This design comes from an exercise in tuning for small area and a short achievable clock period on the open sky130 flow, not from production work.
Only simulation tests tie the RTL to the original design; equivalence was not proved.
Power and IR drop assume default switching activity.

==> flow/design.v, too long to show whole: its modules and the start of the top module <==
// module goodness_beat_reduce: 2765 lines
// module goodness_acc_tree: 372 lines
// module goodness_fa: 7 lines
// module goodness_ha: 7 lines
// module goodness_tracker: 150 lines
module goodness_tracker
#(
  parameter int CORE_NUM            = 4,
  parameter int POST_NEUR_PARALLEL  = 8,
  parameter int POST_NEUR_MEM_WIDTH = 13,
  parameter int GOODNESS_WIDTH      = 24
) (
  input  logic                                                    clk,
  input  logic                                                    rst,
  input  logic [CORE_NUM-1:0]                                     core_valid,
  input  logic [CORE_NUM-1:0]                                     core_last,
  input  logic [CORE_NUM-1:0]                                     core_clear,
  input  logic [CORE_NUM*POST_NEUR_PARALLEL*POST_NEUR_MEM_WIDTH-1:0] core_mem_bus,
  input  logic                                                    mode,
  input  logic [3:0]                                              avg_shift,
  input  logic [GOODNESS_WIDTH-1:0]                               theta,
  output logic [CORE_NUM*GOODNESS_WIDTH-1:0]                      sample_bus,
  output logic [CORE_NUM*GOODNESS_WIDTH-1:0]                      avg_bus,
  output logic [CORE_NUM-1:0]                                     done,
  output logic [CORE_NUM-1:0]                                     above_theta
);
  // ...
==> flow/flow/run.sh <==
#!/bin/bash
set -euo pipefail
bash standard.sh SETUP_SLACK_MARGIN=8.5 finish > standard_flow.log 2>&1
==> flow/standard.sh <==
#!/bin/bash
# synth_recipe.tcl (not shown) runs the flow's synth.tcl, then flattens the netlist and writes it again
# the make line also repeats each setting of config.mk as NAME=value (left out here)
make -C /OpenROAD-flow-scripts/flow DESIGN_CONFIG=/design/flow/config.mk WORK_HOME=/design/flow/orfs CLKGATE_MAP_FILE= SYNTH_SCRIPT=/design/flow/synth_recipe.tcl "${@:-finish}"
==> flow/config.mk <==
export PLATFORM = sky130hd
export DESIGN_NAME = goodness_tracker
export DESIGN_NICKNAME = goodness_tracker
export VERILOG_FILES = /design/flow/design.v
export SDC_FILE = /design/flow/constraint.sdc
export NUM_CORES = 4
export LEC_CHECK = 0
export CAP_MARGIN = 20
export CORE_MARGIN = 2
export CORE_UTILIZATION = 38
export SETUP_SLACK_MARGIN = 5
export SLEW_MARGIN = 20
export SYNTH_HIERARCHICAL = 1
export SYNTH_MINIMUM_KEEP_SIZE = 0
export TNS_END_PERCENT = 10
==> flow/constraint.sdc <==
create_clock -name core_clock -period 15.0 [get_ports {clk}]
set_input_delay 3.0000 -clock core_clock [delete_from_list [all_inputs] [get_ports {clk}]]
set_output_delay 3.0000 -clock core_clock [all_outputs]
set_load 0.01 [all_outputs]
==> metrics.csv, run 1 <==
metric;value;unit
status;complete, no violations;
cpMaxStageDelayCell;fa_1;
p_seq_frac;0.176;
synth_area;0.119;mm2
multi_input_area;0.0896;mm2
synth_commonest_cells;fa_1, nor2_1, nand2_1, buf_4, dfxtp_1;
place_congestion;1.03;
netlist_top_cells_area;fa_1, dfxtp_1, nor2_1, dfrtp_1, buf_4;
met2WireLength;198;mm
place_area;0.120;mm2
use_met1;0.356;
grt_setup_unrepaired;true;
largest_class;multi-input gates;
antenna_found_initial;30;
p_sw;7610;uW
grt_util_all_layers;0.277;
clk_pin_slew;0.06;ns
largest_reg_flops;536;
diodes;9;
met2_usage;0.434;
ys_seq_area_frac;0.156;
dp_cells;15082;
cts_resized;380;
r2r_end;g_core[2].sample_q[23];
nClkBuffers;137;
cp_cell_sequence;buf_16, buf_12, buf_16, buf_8, mux4_2, mux4_2, fa_1, ha_2, o21ai_1, o211ai_1, a31o_1, o41a_1, a41o_1, or2_1, a21oi_2, xnor2_1, mux2i_1, a211oi_1;
cts_tree;built;
clock_path_buffers;3;
rows;205;
clkPwrFrac;0.154;
==> inputs of run 2 (changes only) <==
--- a/flow/config.mk
+++ b/flow/config.mk
@@ -8,5 +8,5 @@
 export CAP_MARGIN = 20
 export CORE_MARGIN = 2
-export CORE_UTILIZATION = 38
+export CORE_UTILIZATION = 55
 export SETUP_SLACK_MARGIN = 5
 export SLEW_MARGIN = 20
==> run 2 against run 1 <==
First-iteration DRC count rose by 21%. Clock power hardly changed. Clock-buffer cell count fell by 9. Area after synthesis did not move. Combinational power about the same. Critical endpoint is now g_core[2].cut_q[47]. Largest power group unchanged.
==> metrics.csv, run 2 <==
metric;value;unit;change
met3_usage;0.136;;
first_pass_iters;6;;
met2_usage;0.597;;+0.163
antenna_found_initial;20;;-33%
clk_pin_slew;0.06;ns;about the same
rrSetupSlack;8.56;ns;
cp-end-kind;flop;;
max-cap-violations;0;;
status;complete, no violations;;
grt_start_max_net_pins;129;;
hold_viol_final;0;;
fin_crit_sh;0.454;;
ir_drop;0.194;mV;
final-max-slew-violation-count;0;;
routedWlPerCell;32.4;um;
synth.most_common_cell;fa_1;;
dp_cells;13787;;-8.6%
synthArstFlopShare;0.368;;
numCtsBuffers;95;;
grt_util_all_layers;0.419;;+0.141
startpoint;core_mem_bus[220];;
use_met1;0.554;;+0.197
nets;14598;;
dp_hpwl;361;mm;
avgSynthCellArea;10.2;um2;
grt_setup_unrepaired;true;;
rows;170;;-17%
crit_arrival;7.45;ns;
fin_util;0.587;;
viasPerCell;6.31;;
root_buffer;clkbuf_16;;
hold_path.class;flop to flop;;
htreeDepth;3;;
ant_nets;0;;
routed_wirelength;458;mm;
design.core.area;0.215;mm2;
clock_path_buffers;3;;unchanged
worst_hold_slack;0.500;ns;
synth_cells;11628;;
route.detailed.drc;0;;
io_pins;659;;
critical_path_class;primary input to flop;;
critPathRequiredTime;15.63;ns;
largest_register;g_core.cut_q;;
synth_commonest_cells;fa_1, nor2_1, nand2_1, buf_4, dfxtp_1;;
gr-total-overflow;0;;
power_density;130;mW/mm2;
finClkSkew;0.0371;ns;
p_leak;0.0602;uW;
r2r_cells;18;;
slew-limit-headroom;0.157;;
floorplan.initialDensity;0.553;;
synth_top_area_cell;fa_1;;
die_w;469;um;
r2r_end;g_core[1].sample_q[4];;
tightest_slew;1.26;ns;
busiest_layer;met2;;
clk_latency;0.77;ns;
area_delta_synth_final;6.07;%;
holdPathStages;2;;
largest_reg_flops;536;;unchanged
r2r_start;g_core[1].acc_q[12];;
io_buffers;658;;
fmax;147;MHz;
fin_cells;14116;;
synth_top_area_frac;0.440;;
grt_pass1_vias;94543;;
cts_num_sinks;848;;
period_needed;6.82;ns;
ys_warn_count;7;;
ys_seq_area_frac;0.156;;unchanged
die_h;469;um;
final_cell_mix;fa_1, nor2_1, nand2_1;;
initialDrtViolationCount;10550;;
tns;0;ns;
ys_dominant_reg_cell;dfxtp_1;;
synth-seq-cells;848;;
start_kind;primary input;;
drive_above_1_share;0.0959;;
grt_pass1_wl;656;mm;
die-area;0.220;mm2;
synth_edf_count;0;;
crit_end;g_core[2].cut_q[47];;
critPathMaxFanout;12;;
netlist_top_cells_area;fa_1, dfxtp_1, nor2_1, dfrtp_1, buf_4;;
place_congestion;1.07;;+3.4%
route.vias.total;89008;;
finalSetupViolations;0;;
cts_tree;built;;
final_common_cell;fa_1;;
synth_cell_type_count;98;;
synth_area;0.119;mm2;unchanged
## run 2: cell counts after synthesis
Identical to the previous run, type by type.
## run 2: metal layers
metal | vias up | part of all wire
li1 | 35542 | -
met1 | 45858 | 0.38
met2 | 6261 | 0.42
met3 | 1337 | 0.12
met4 | 10 | 0.076
met5 | - | 0.00011
## run 2: repair_timing
item	4_1_cts	5_1_grt
hold buffers	0	0
pin swaps	43	60
buffers inserted	53	48
endpoints found under the setup margin	552	239
cloned	25	7
gates resized for setup	388	170
## run 2: area by class of cell
| type | count | area [um2] |
|---|---|---|
| multi-input cells | 9015 | 89800 |
| fillers | 18451 | 88700 |
| flip-flops and latches | 848 | 18500 |
| repair buffers | 878 | 9240 |
| well taps | 2838 | 3550 |
| clock buffers | 128 | 2760 |
| inverters | 337 | 1340 |
| clock inverters | 51 | 598 |
| repair inverters | 4 | 42.5 |
| diodes | 17 | 42.5 |
## run 2: logic make-up (layout without fill, tap and decap cells)
group / count (synthesis) / after routing / share of synthesized area
other: 4 / 29 / 0.000126
muxes: 300 / 300 / 0.0339
AOI/OAI and AO/OA: 1351 / 1352 / 0.0746
and+or+nand+nor: 4235 / 4235 / 0.144
DFF: 848 / 848 / 0.156
buffers and inverters: 1774 / 1398 / 0.103
adders and majority gates: 2960 / 2960 / 0.477
xor gates and xnor gates: 156 / 156 / 0.0115
## run 2: worst min path at each step
| stage | from | to |
|---|---|---|
| detailed placement | g_core[2].seeded | g_core[2].seeded |
| finish | g_core[0].acc_q[2] | g_core[0].acc_q[2] |
| CTS | g_core[2].seeded | g_core[2].seeded |
| global placement | g_core[2].seeded | g_core[2].seeded |
| global route | g_core[0].acc_q[1] | g_core[0].acc_q[1] |
| floorplan | g_core[0].above_q | g_core[0].above_q |
## run 2: worst max-delay path: stages
cell	delay [ns]
clkdlybuf4s50_1	0.44
nor2b_1	0.53
nand2_1	0.59
o21ai_0	0.82
fa_1	0.54
fa_1	0.56
fa_1	0.46
fa_1	0.50
## run 2: Yosys stat by module, one instance, submodules excluded
module	flip-flops and latches	cells inside	copies in the design
goodness_acc_tree	0	57	4
goodness_beat_reduce	0	862	4
goodness_fa	0	1	2604
goodness_ha	0	1	64
goodness_tracker	848	5284	1
## run 2: stage by stage
stage                     worst slack, ns  power (uW)  instance area (um2)
final                                8.18       16400               126000
after detailed placement             6.10       13500               119000
after global routing                 8.16       17800               126000
after global placement               6.15       13200               119000
after floorplan                      7.85       11600               119000
after CTS                            8.34       16200               125000
## run 2: where the power goes
group | total [uW] | switching [uW] | internal, uW
clock network | 2500 | 1080 | 1420
logic | 11000 | 6370 | 4660
registers | 2880 | 301 | 2580
==> inputs of run 3 (changes only) <==
==> flow/flow/run.sh (replaced) <==
#!/bin/bash
set -euo pipefail
bash standard.sh SETUP_SLACK_MARGIN=8.5 \
  "BUFFER_PORTS_ARGS=-buffer_cell sky130_fd_sc_hd__buf_1" finish > standard_flow.log 2>&1
--- a/flow/config.mk
+++ b/flow/config.mk
@@ -8,5 +8,5 @@
 export CAP_MARGIN = 20
 export CORE_MARGIN = 2
-export CORE_UTILIZATION = 55
+export CORE_UTILIZATION = 38
 export SETUP_SLACK_MARGIN = 5
 export SLEW_MARGIN = 20
==> run 3 against run 2 <==
Clock skew up 0.0044 ns. Area after synthesis unchanged. Clock power up 6%. Synthesized cell count unchanged. Sequential power about the same. Core utilization down 19 points. Die area up 44%. Total power about the same. Register-to-register slack better by 0.03 ns. Sequential share of layout area up 0.25 points. Critical path type unchanged. Largest power group unchanged. Highest routed layer unchanged.
==> metrics.csv, run 3 <==
metric;value;unit;change
ant_nets;0;;unchanged
largest_reg_flops;536;;unchanged
rows;205;;+21%
place_area;0.116;mm2;-2.0%
design.core.area;0.311;mm2;+45%
htreeDepth;3;;unchanged
synth_xor_xnor_area_share;0.0115;;unchanged
cts_hold_buffers;0;;unchanged
synth_top_area_frac;0.440;;unchanged
route.vias.total;86110;;-3.3%
critPathRequiredTime;15.61;ns;-0.02 ns
ir_drop;0.180;mV;-7.3%
max-cap-violations;0;;unchanged
status;complete, no violations;;
avgSynthCellArea;10.2;um2;unchanged
hold_path.class;flop to flop;;
ys_seq_area_frac;0.156;;unchanged
io_buffers;658;;unchanged
busiest_layer;met2;;
final_cell_mix;fa_1, nor2_1, nand2_1;;
largest_register;g_core.cut_q;;
area_delta_synth_final;4.29;%;
synth_top_area_cell;fa_1;;
ys_dominant_reg_cell;dfxtp_1;;
drive_above_1_share;0.0943;;-0.00158
clk_latency;0.77;ns;about the same
critPathMaxFanout;35;;+23
fmax;150;MHz;+2.1%
cts_tree;built;;
synth_edf_count;0;;unchanged
clk_pin_slew;0.06;ns;about the same
synth_top_family_by_area;adder cells;;
routedWlPerCell;28.9;um;-11%
ys_warn_count;7;;unchanged
cp-end-kind;flop;;
synth-seq-cells;848;;unchanged
synth_mux_area_frac;0.0339;;unchanged
tightest_slew;1.03;ns;-0.232 ns
final_common_cell;fa_1;;
crit_arrival;7.29;ns;-0.16 ns
grt_start_max_net_pins;114;;-12%
root_buffer;clkbuf_16;;
die_w;563;um;+20%
period_needed;6.68;ns;-0.137 ns
use_met1;0.359;;-0.194
synth.most_common_cell;fa_1;;
slew-limit-headroom;0.312;;+0.155
routed_wirelength;447;mm;-2.4%
nFillCells;30634;;+66%
nets;14622;;+0.16%
synth_cell_type_count;98;;unchanged
route.detailed.drc;0;;unchanged
hold_viol_final;0;;unchanged
initialDrtViolationCount;9142;;-13%
postLayoutCellArea;0.124;mm2;-1.7%
finClkSkew;0.0415;ns;+0.00441 ns
gr-total-overflow;0;;unchanged
die-area;0.317;mm2;+44%
antenna_found_initial;31;;+55%
met2_usage;0.434;;-0.163
synth_commonest_cells;fa_1, nor2_1, nand2_1, buf_4, dfxtp_1;;
dp_hpwl;359;mm;-0.51%
cts_num_sinks;848;;unchanged
synthSimpleGateAreaFrac;0.144;;unchanged
met3_usage;0.0728;;-0.0636
grt_setup_unrepaired;true;;
synthAdderAreaFrac;0.477;;unchanged
final-max-slew-violation-count;0;;unchanged
grt_pass1_vias;90993;;-3.8%
place_congestion;1.04;;-3.0%
power_density;132;mW/mm2;+1.7%
grt_util_all_layers;0.279;;-0.139
synth_area;0.119;mm2;unchanged
synth_cells;11628;;unchanged
multi_input_area;0.0897;mm2;about the same
synth-compound-area-share;0.0746;;unchanged
first_pass_iters;9;;+3
numCtsBuffers;101;;+6.3%
critical_path_class;primary input to flop;;
grt_pass1_wl;641;mm;-2.3%
floorplan.initialDensity;0.381;;-0.172
final-seq-area;0.0185;mm2;unchanged
die_h;563;um;+20%
tns;0;ns;unchanged
viasPerCell;5.57;;-12%
finalSetupViolations;0;;unchanged
start_kind;primary input;;
netlist_top_cells_area;fa_1, dfxtp_1, nor2_1, dfrtp_1, buf_4;;
clock_path_buffers;3;;unchanged
fin_crit_sh;0.445;;-0.00915
p_leak;0.0588;uW;-2.4%
synthArstFlopShare;0.368;;unchanged
io_pins;659;;unchanged
run 3: changes by cell type in the layout (fill, tap and decap cells not counted), sizes merged, moves of 4 or more:
cell	delta
buf	+665
clkbuf	+12
clkdlybuf4s50	-652
clkinvlp	-4
inv	+6
run 3: where the power goes:
group	leakage, uW	internal [uW]	total [uW]	switching (uW)
Sequential	0.00866	2580	2850	278
Clock	0.00177	1540	2650	1100
Combinational	0.0483	4580	10900	6320
run 3: cells by family (layout without fill, tap and decap cells):
family / Yosys count / after routing
AND/OR/NAND/NOR: 4235 / 4235
adder cells (fa/ha/maj): 2960 / 2960
buffers and inverters: 1774 / 1429
AO/OA/AOI/OAI: 1351 / 1351
flip-flops: 848 / 848
multiplexers: 300 / 300
XOR/XNOR: 156 / 156
other: 4 / 27
run 3: worst max-delay path, stage by stage:
cell and delay, ns:
clkbuf_16 0.22, nor2b_1 0.72, nand2_1 0.75, nor2_1 0.38, fa_1 0.48, fa_1 0.40, fa_1 0.45, fa_1 0.41
fa_1 0.43
run 3: cell type report:
class	count	area share
Antenna cell	15	0.000303
Clock buffer	132	0.0234
Clock inverter	59	0.00564
Inverter	337	0.0107
Multi-Input combinational cell	9014	0.725
Sequential cell	848	0.150
Tap cell	4140	0.0418
Timing Repair Buffer	897	0.0432
Timing Repair inverter	4	0.000283
run 3: stage by stage:
| stage | instances | hold WS (ns) | util | setup slack, ns | power (uW) |
|---|---|---|---|---|---|
| after global placement | 15091 | 0.471 | 0.373 | 5.40 | 13300 |
| after global routing | 15435 | 0.539 | 0.397 | 8.22 | 17900 |
| final | 15446 | 0.476 | 0.398 | 8.32 | 16400 |
| after CTS | 15385 | 0.485 | 0.393 | 8.40 | 16300 |
| after detailed placement | 15091 | 0.472 | 0.373 | 5.36 | 13400 |
| after floorplan | 11636 | 0.450 | - | 7.85 | 11600 |
run 3: worst paths after layout:
path,endpoint,from,cells past startpoint,slack [ns]
hold / removal,g_core[2].above_q,g_core[2].above_q,2,0.48
setup / recovery,g_core[2].cut_q[118],mode,9,8.32
setup reg to reg,g_core[2].sample_q[23],g_core[2].acc_q[12],17,8.59
max in group asynchronous,g_core[2].acc_q[19],rst,4,10.47
min in group asynchronous,g_core[1].avg_q[22],rst,2,2.33
hold reg to reg,g_core[2].above_q,g_core[2].above_q,2,0.48
run 3: metal layers:
metal  part of all wire  wire length, um
met1               0.39           173000
met2               0.45           199000
met4              0.064            28400
met3               0.10            45500
met5            0.00019               85
run 3: Yosys stat by module (local to each module, per instance):
module,cell area [um2],cells inside,flops+latches,copies in the design
goodness_fa,20.0,1,0,2604
goodness_beat_reduce,4560,862,0,4
goodness_tracker,45800,5284,848,1
goodness_ha,12.5,1,0,64
goodness_acc_tree,424,57,0,4
run 3: repair_timing:
item / in CTS / in global routing
setup buffers: 75 / 40
resized for setup: 318 / 198
pin swaps: 77 / 88
gates cloned: 28 / 6
endpoints found under the setup margin: 588 / 209
==> inputs of run 4 (changes only) <==
--- a/flow/config.mk
+++ b/flow/config.mk
@@ -9,4 +9,5 @@
 export CORE_MARGIN = 2
 export CORE_UTILIZATION = 38
+export CTS_CLUSTER_SIZE = 30
 export SETUP_SLACK_MARGIN = 5
 export SLEW_MARGIN = 20
==> run 4 against run 3 <==
Clock power hardly changed. Clock-buffer cell count unchanged. Cell count unchanged. Worst hold slack did not move. Sequential share of layout area unchanged. Combinational power barely moved. Via count is the same. Maximum frequency stayed put. Area after synthesis is the same. Sequential power hardly changed. Critical path type unchanged. Largest power group unchanged.
==> metrics.csv, run 4 <==
metric;value;unit;change
fin_util;0.398;;unchanged
avgSynthCellArea;10.2;um2;unchanged
grt_setup_unrepaired;true;;
synth_area;0.119;mm2;unchanged
cts_tree;built;;
design.core.area;0.311;mm2;unchanged
critical_path_class;primary input to flop;;
synth.most_common_cell;fa_1;;
hold_path.class;flop to flop;;
final_common_cell;fa_1;;
ys_dominant_reg_cell;dfxtp_1;;
netlist_top_cells_area;fa_1, dfxtp_1, nor2_1, dfrtp_1, buf_4;;
start_kind;primary input;;
grt_pass1_wl;641;mm;unchanged
gr-total-overflow;0;;unchanged
grt_util_all_layers;0.279;;unchanged
status;complete, no violations;;
root_buffer;clkbuf_16;;
ys_warn_count;7;;unchanged
postLayoutCellArea;0.124;mm2;unchanged
synth_cell_type_count;98;;unchanged
finClkSkew;0.0415;ns;unchanged
dp_hpwl;359;mm;unchanged
grt_start_max_net_pins;114;;unchanged
die_w;563;um;unchanged
synth_top_area_cell;fa_1;;
clock_path_buffers;3;;unchanged
hold_viol_final;0;;unchanged
cp-end-kind;flop;;
final_cell_mix;fa_1, nor2_1, nand2_1;;
place_area;0.116;mm2;unchanged
clk_latency;0.77;ns;about the same
area_delta_synth_final;4.29;%;unchanged
tns;0;ns;unchanged
largest_reg_flops;536;;unchanged
synth_edf_count;0;;unchanged
power_density;132;mW/mm2;unchanged
critPathRequiredTime;15.61;ns;about the same
route.vias.total;86110;;unchanged
first_pass_iters;9;;unchanged
viasPerCell;5.57;;unchanged
htreeDepth;3;;unchanged
final-max-slew-violation-count;0;;unchanged
die-area;0.317;mm2;unchanged
clk_pin_slew;0.06;ns;about the same
die_h;563;um;unchanged
max-cap-violations;0;;unchanged
cts_hold_buffers;0;;unchanged
initialDrtViolationCount;9142;;unchanged
ir_drop;0.180;mV;unchanged
holdPathStages;2;;unchanged
rows;205;;unchanged
worst_hold_slack;0.476;ns;unchanged
place_ws;5.36;ns;unchanged
nets;14622;;unchanged
place_congestion;1.04;;unchanged
crit_arrival;7.29;ns;about the same
critPathMaxFanout;35;;unchanged
synth_cells;11628;;unchanged
floorplan.initialDensity;0.381;;unchanged
fin_ws;8.32;ns;unchanged
synthArstFlopShare;0.368;;unchanged
ys_seq_area_frac;0.156;;unchanged
antenna_found_initial;31;;unchanged
fmax;150;MHz;unchanged
fin_crit_sh;0.445;;unchanged
synth_commonest_cells;fa_1, nor2_1, nand2_1, buf_4, dfxtp_1;;
finalSetupViolations;0;;unchanged
ant_nets;0;;unchanged
slew-limit-headroom;0.312;;unchanged
numCtsBuffers;101;;unchanged
grt_pass1_vias;90993;;unchanged
largest_register;g_core.cut_q;;
io_buffers;658;;unchanged
routed_wirelength;447;mm;unchanged
drive_above_1_share;0.0943;;unchanged
synth-seq-cells;848;;unchanged
tightest_slew;1.03;ns;unchanged
p_leak;0.0588;uW;unchanged
route.detailed.drc;0;;unchanged
period_needed;6.68;ns;unchanged
io_pins;659;;unchanged
r2r_cells;17;;unchanged
synth_top_area_frac;0.440;;unchanged
cts_num_sinks;848;;unchanged
routedWlPerCell;28.9;um;unchanged
run 4: area by class of cell:
type | instances | area (um2)
Fill cell | 30634 | 188000
Multi-Input combinational cell | 9014 | 89700
Sequential cell | 848 | 18500
Timing Repair Buffer | 897 | 5340
Tap cell | 4140 | 5180
Clock buffer | 132 | 2900
Inverter | 337 | 1320
Clock inverter | 59 | 698
Antenna cell | 15 | 37.5
Timing Repair inverter | 4 | 35.0
run 4: routing by layer:
| layer | vias up | wire length (um) | global-route usage | share of wire |
|---|---|---|---|---|
| met5 | - | 85 | 0 | 0.00019 |
| met4 | 14 | 28400 | 0.145 | 0.064 |
| met3 | 983 | 45500 | 0.0728 | 0.10 |
| met2 | 4992 | 199000 | 0.434 | 0.45 |
| li1 | 35550 | - | - | - |
| met1 | 44571 | 173000 | 0.359 | 0.39 |
run 4: power breakdown:
part	internal [uW]	switching, uW	leakage [uW]
Combinational	4580	6320	0.0483
Clock	1540	1100	0.00177
Sequential	2580	278	0.00866
Total	8700	7700	0.0588
run 4: cell families (layout without fill, tap and decap cells):
| group | Yosys count | in the layout | share of synthesized area |
|---|---|---|---|
| XOR/XNOR | 156 | 156 | 0.0115 |
| adder cells (fa/ha/maj) | 2960 | 2960 | 0.477 |
| buffers and inverters | 1774 | 1429 | 0.103 |
| multiplexers | 300 | 300 | 0.0339 |
| other | 4 | 27 | 0.000126 |
| AO/OA/AOI/OAI | 1351 | 1351 | 0.0746 |
| AND/OR/NAND/NOR | 4235 | 4235 | 0.144 |
| flip-flops | 848 | 848 | 0.156 |
run 4: timing repair:
action	in CTS	in global routing
gates resized for setup	318	198
gates cloned	28	6
setup buffers	75	40
endpoints found under the setup margin	588	209
pin swaps	77	88
run 4: metrics by stage:
stage / total power [uW] / cells
after floorplan: 11600 / 11636
after global routing: 17900 / 15435
after detailed placement: 13400 / 15091
after CTS: 16300 / 15385
final: 16400 / 15446
after global placement: 13300 / 15091
run 4: modules after synthesis, one instance, submodules excluded:
| module | cells | flip-flops and latches |
|---|---|---|
| goodness_fa | 1 | 0 |
| goodness_tracker | 5284 | 848 |
| goodness_acc_tree | 57 | 0 |
| goodness_ha | 1 | 0 |
| goodness_beat_reduce | 862 | 0 |
run 4: worst paths after layout:
check	startpoint	to	slack (ns)
setup / recovery	mode	g_core[2].cut_q[118]	8.32
min in group asynchronous	rst	g_core[1].avg_q[22]	2.33
max in group asynchronous	rst	g_core[2].acc_q[19]	10.47
hold / removal	g_core[2].above_q	g_core[2].above_q	0.48
hold reg to reg	g_core[2].above_q	g_core[2].above_q	0.48
setup reg to reg	g_core[2].acc_q[12]	g_core[2].sample_q[23]	8.59
run 4: worst max-delay path: stages:
cell and delay, ns:
clkbuf_16 0.22, nor2b_1 0.72, nand2_1 0.75, nor2_1 0.38, fa_1 0.48, fa_1 0.40
fa_1 0.45, fa_1 0.41, fa_1 0.43

what the ideal ports hide:
No port has a modelled driver above. Below, the same layouts with a new extraction and two added sets of constraints.
Step 1, drivers: a clkbuf_16 drives clk and a buf_2 each remaining input, both assumed.
Step 2 moves the port delays by t, midway between the first and last clock arrival at a register: inputs arrive t later, outputs are due t later. That takes back most of the time a late clock gives input paths.
Three values: ideal, step 1, step 2; two values: the first two.
| run | shift t [ns] | slack for setup (ns) | worst hold slack (ns) | worst setup path after step 2 |
|---|---|---|---|---|
| run 1 | 0.832 | 8.316 / 8.079 / 7.247 | 0.491 / 0.491 / 0.491 | input to register |
| run 2 | 0.855 | 8.183 / 8.002 / 7.147 | 0.500 / 0.500 / 0.500 | input to register |
| run 3 | 0.832 | 8.320 / 8.103 / 7.271 | 0.476 / 0.476 / 0.476 | input to register |
| run 4 | 0.832 | 8.320 / 8.103 / 7.271 | 0.476 / 0.476 / 0.476 | input to register |
After both steps every run listed still meets setup and hold. The setup slack of run 1, which loses most, moves by -0.237 ns with the drivers and by -1.069 ns with both steps.
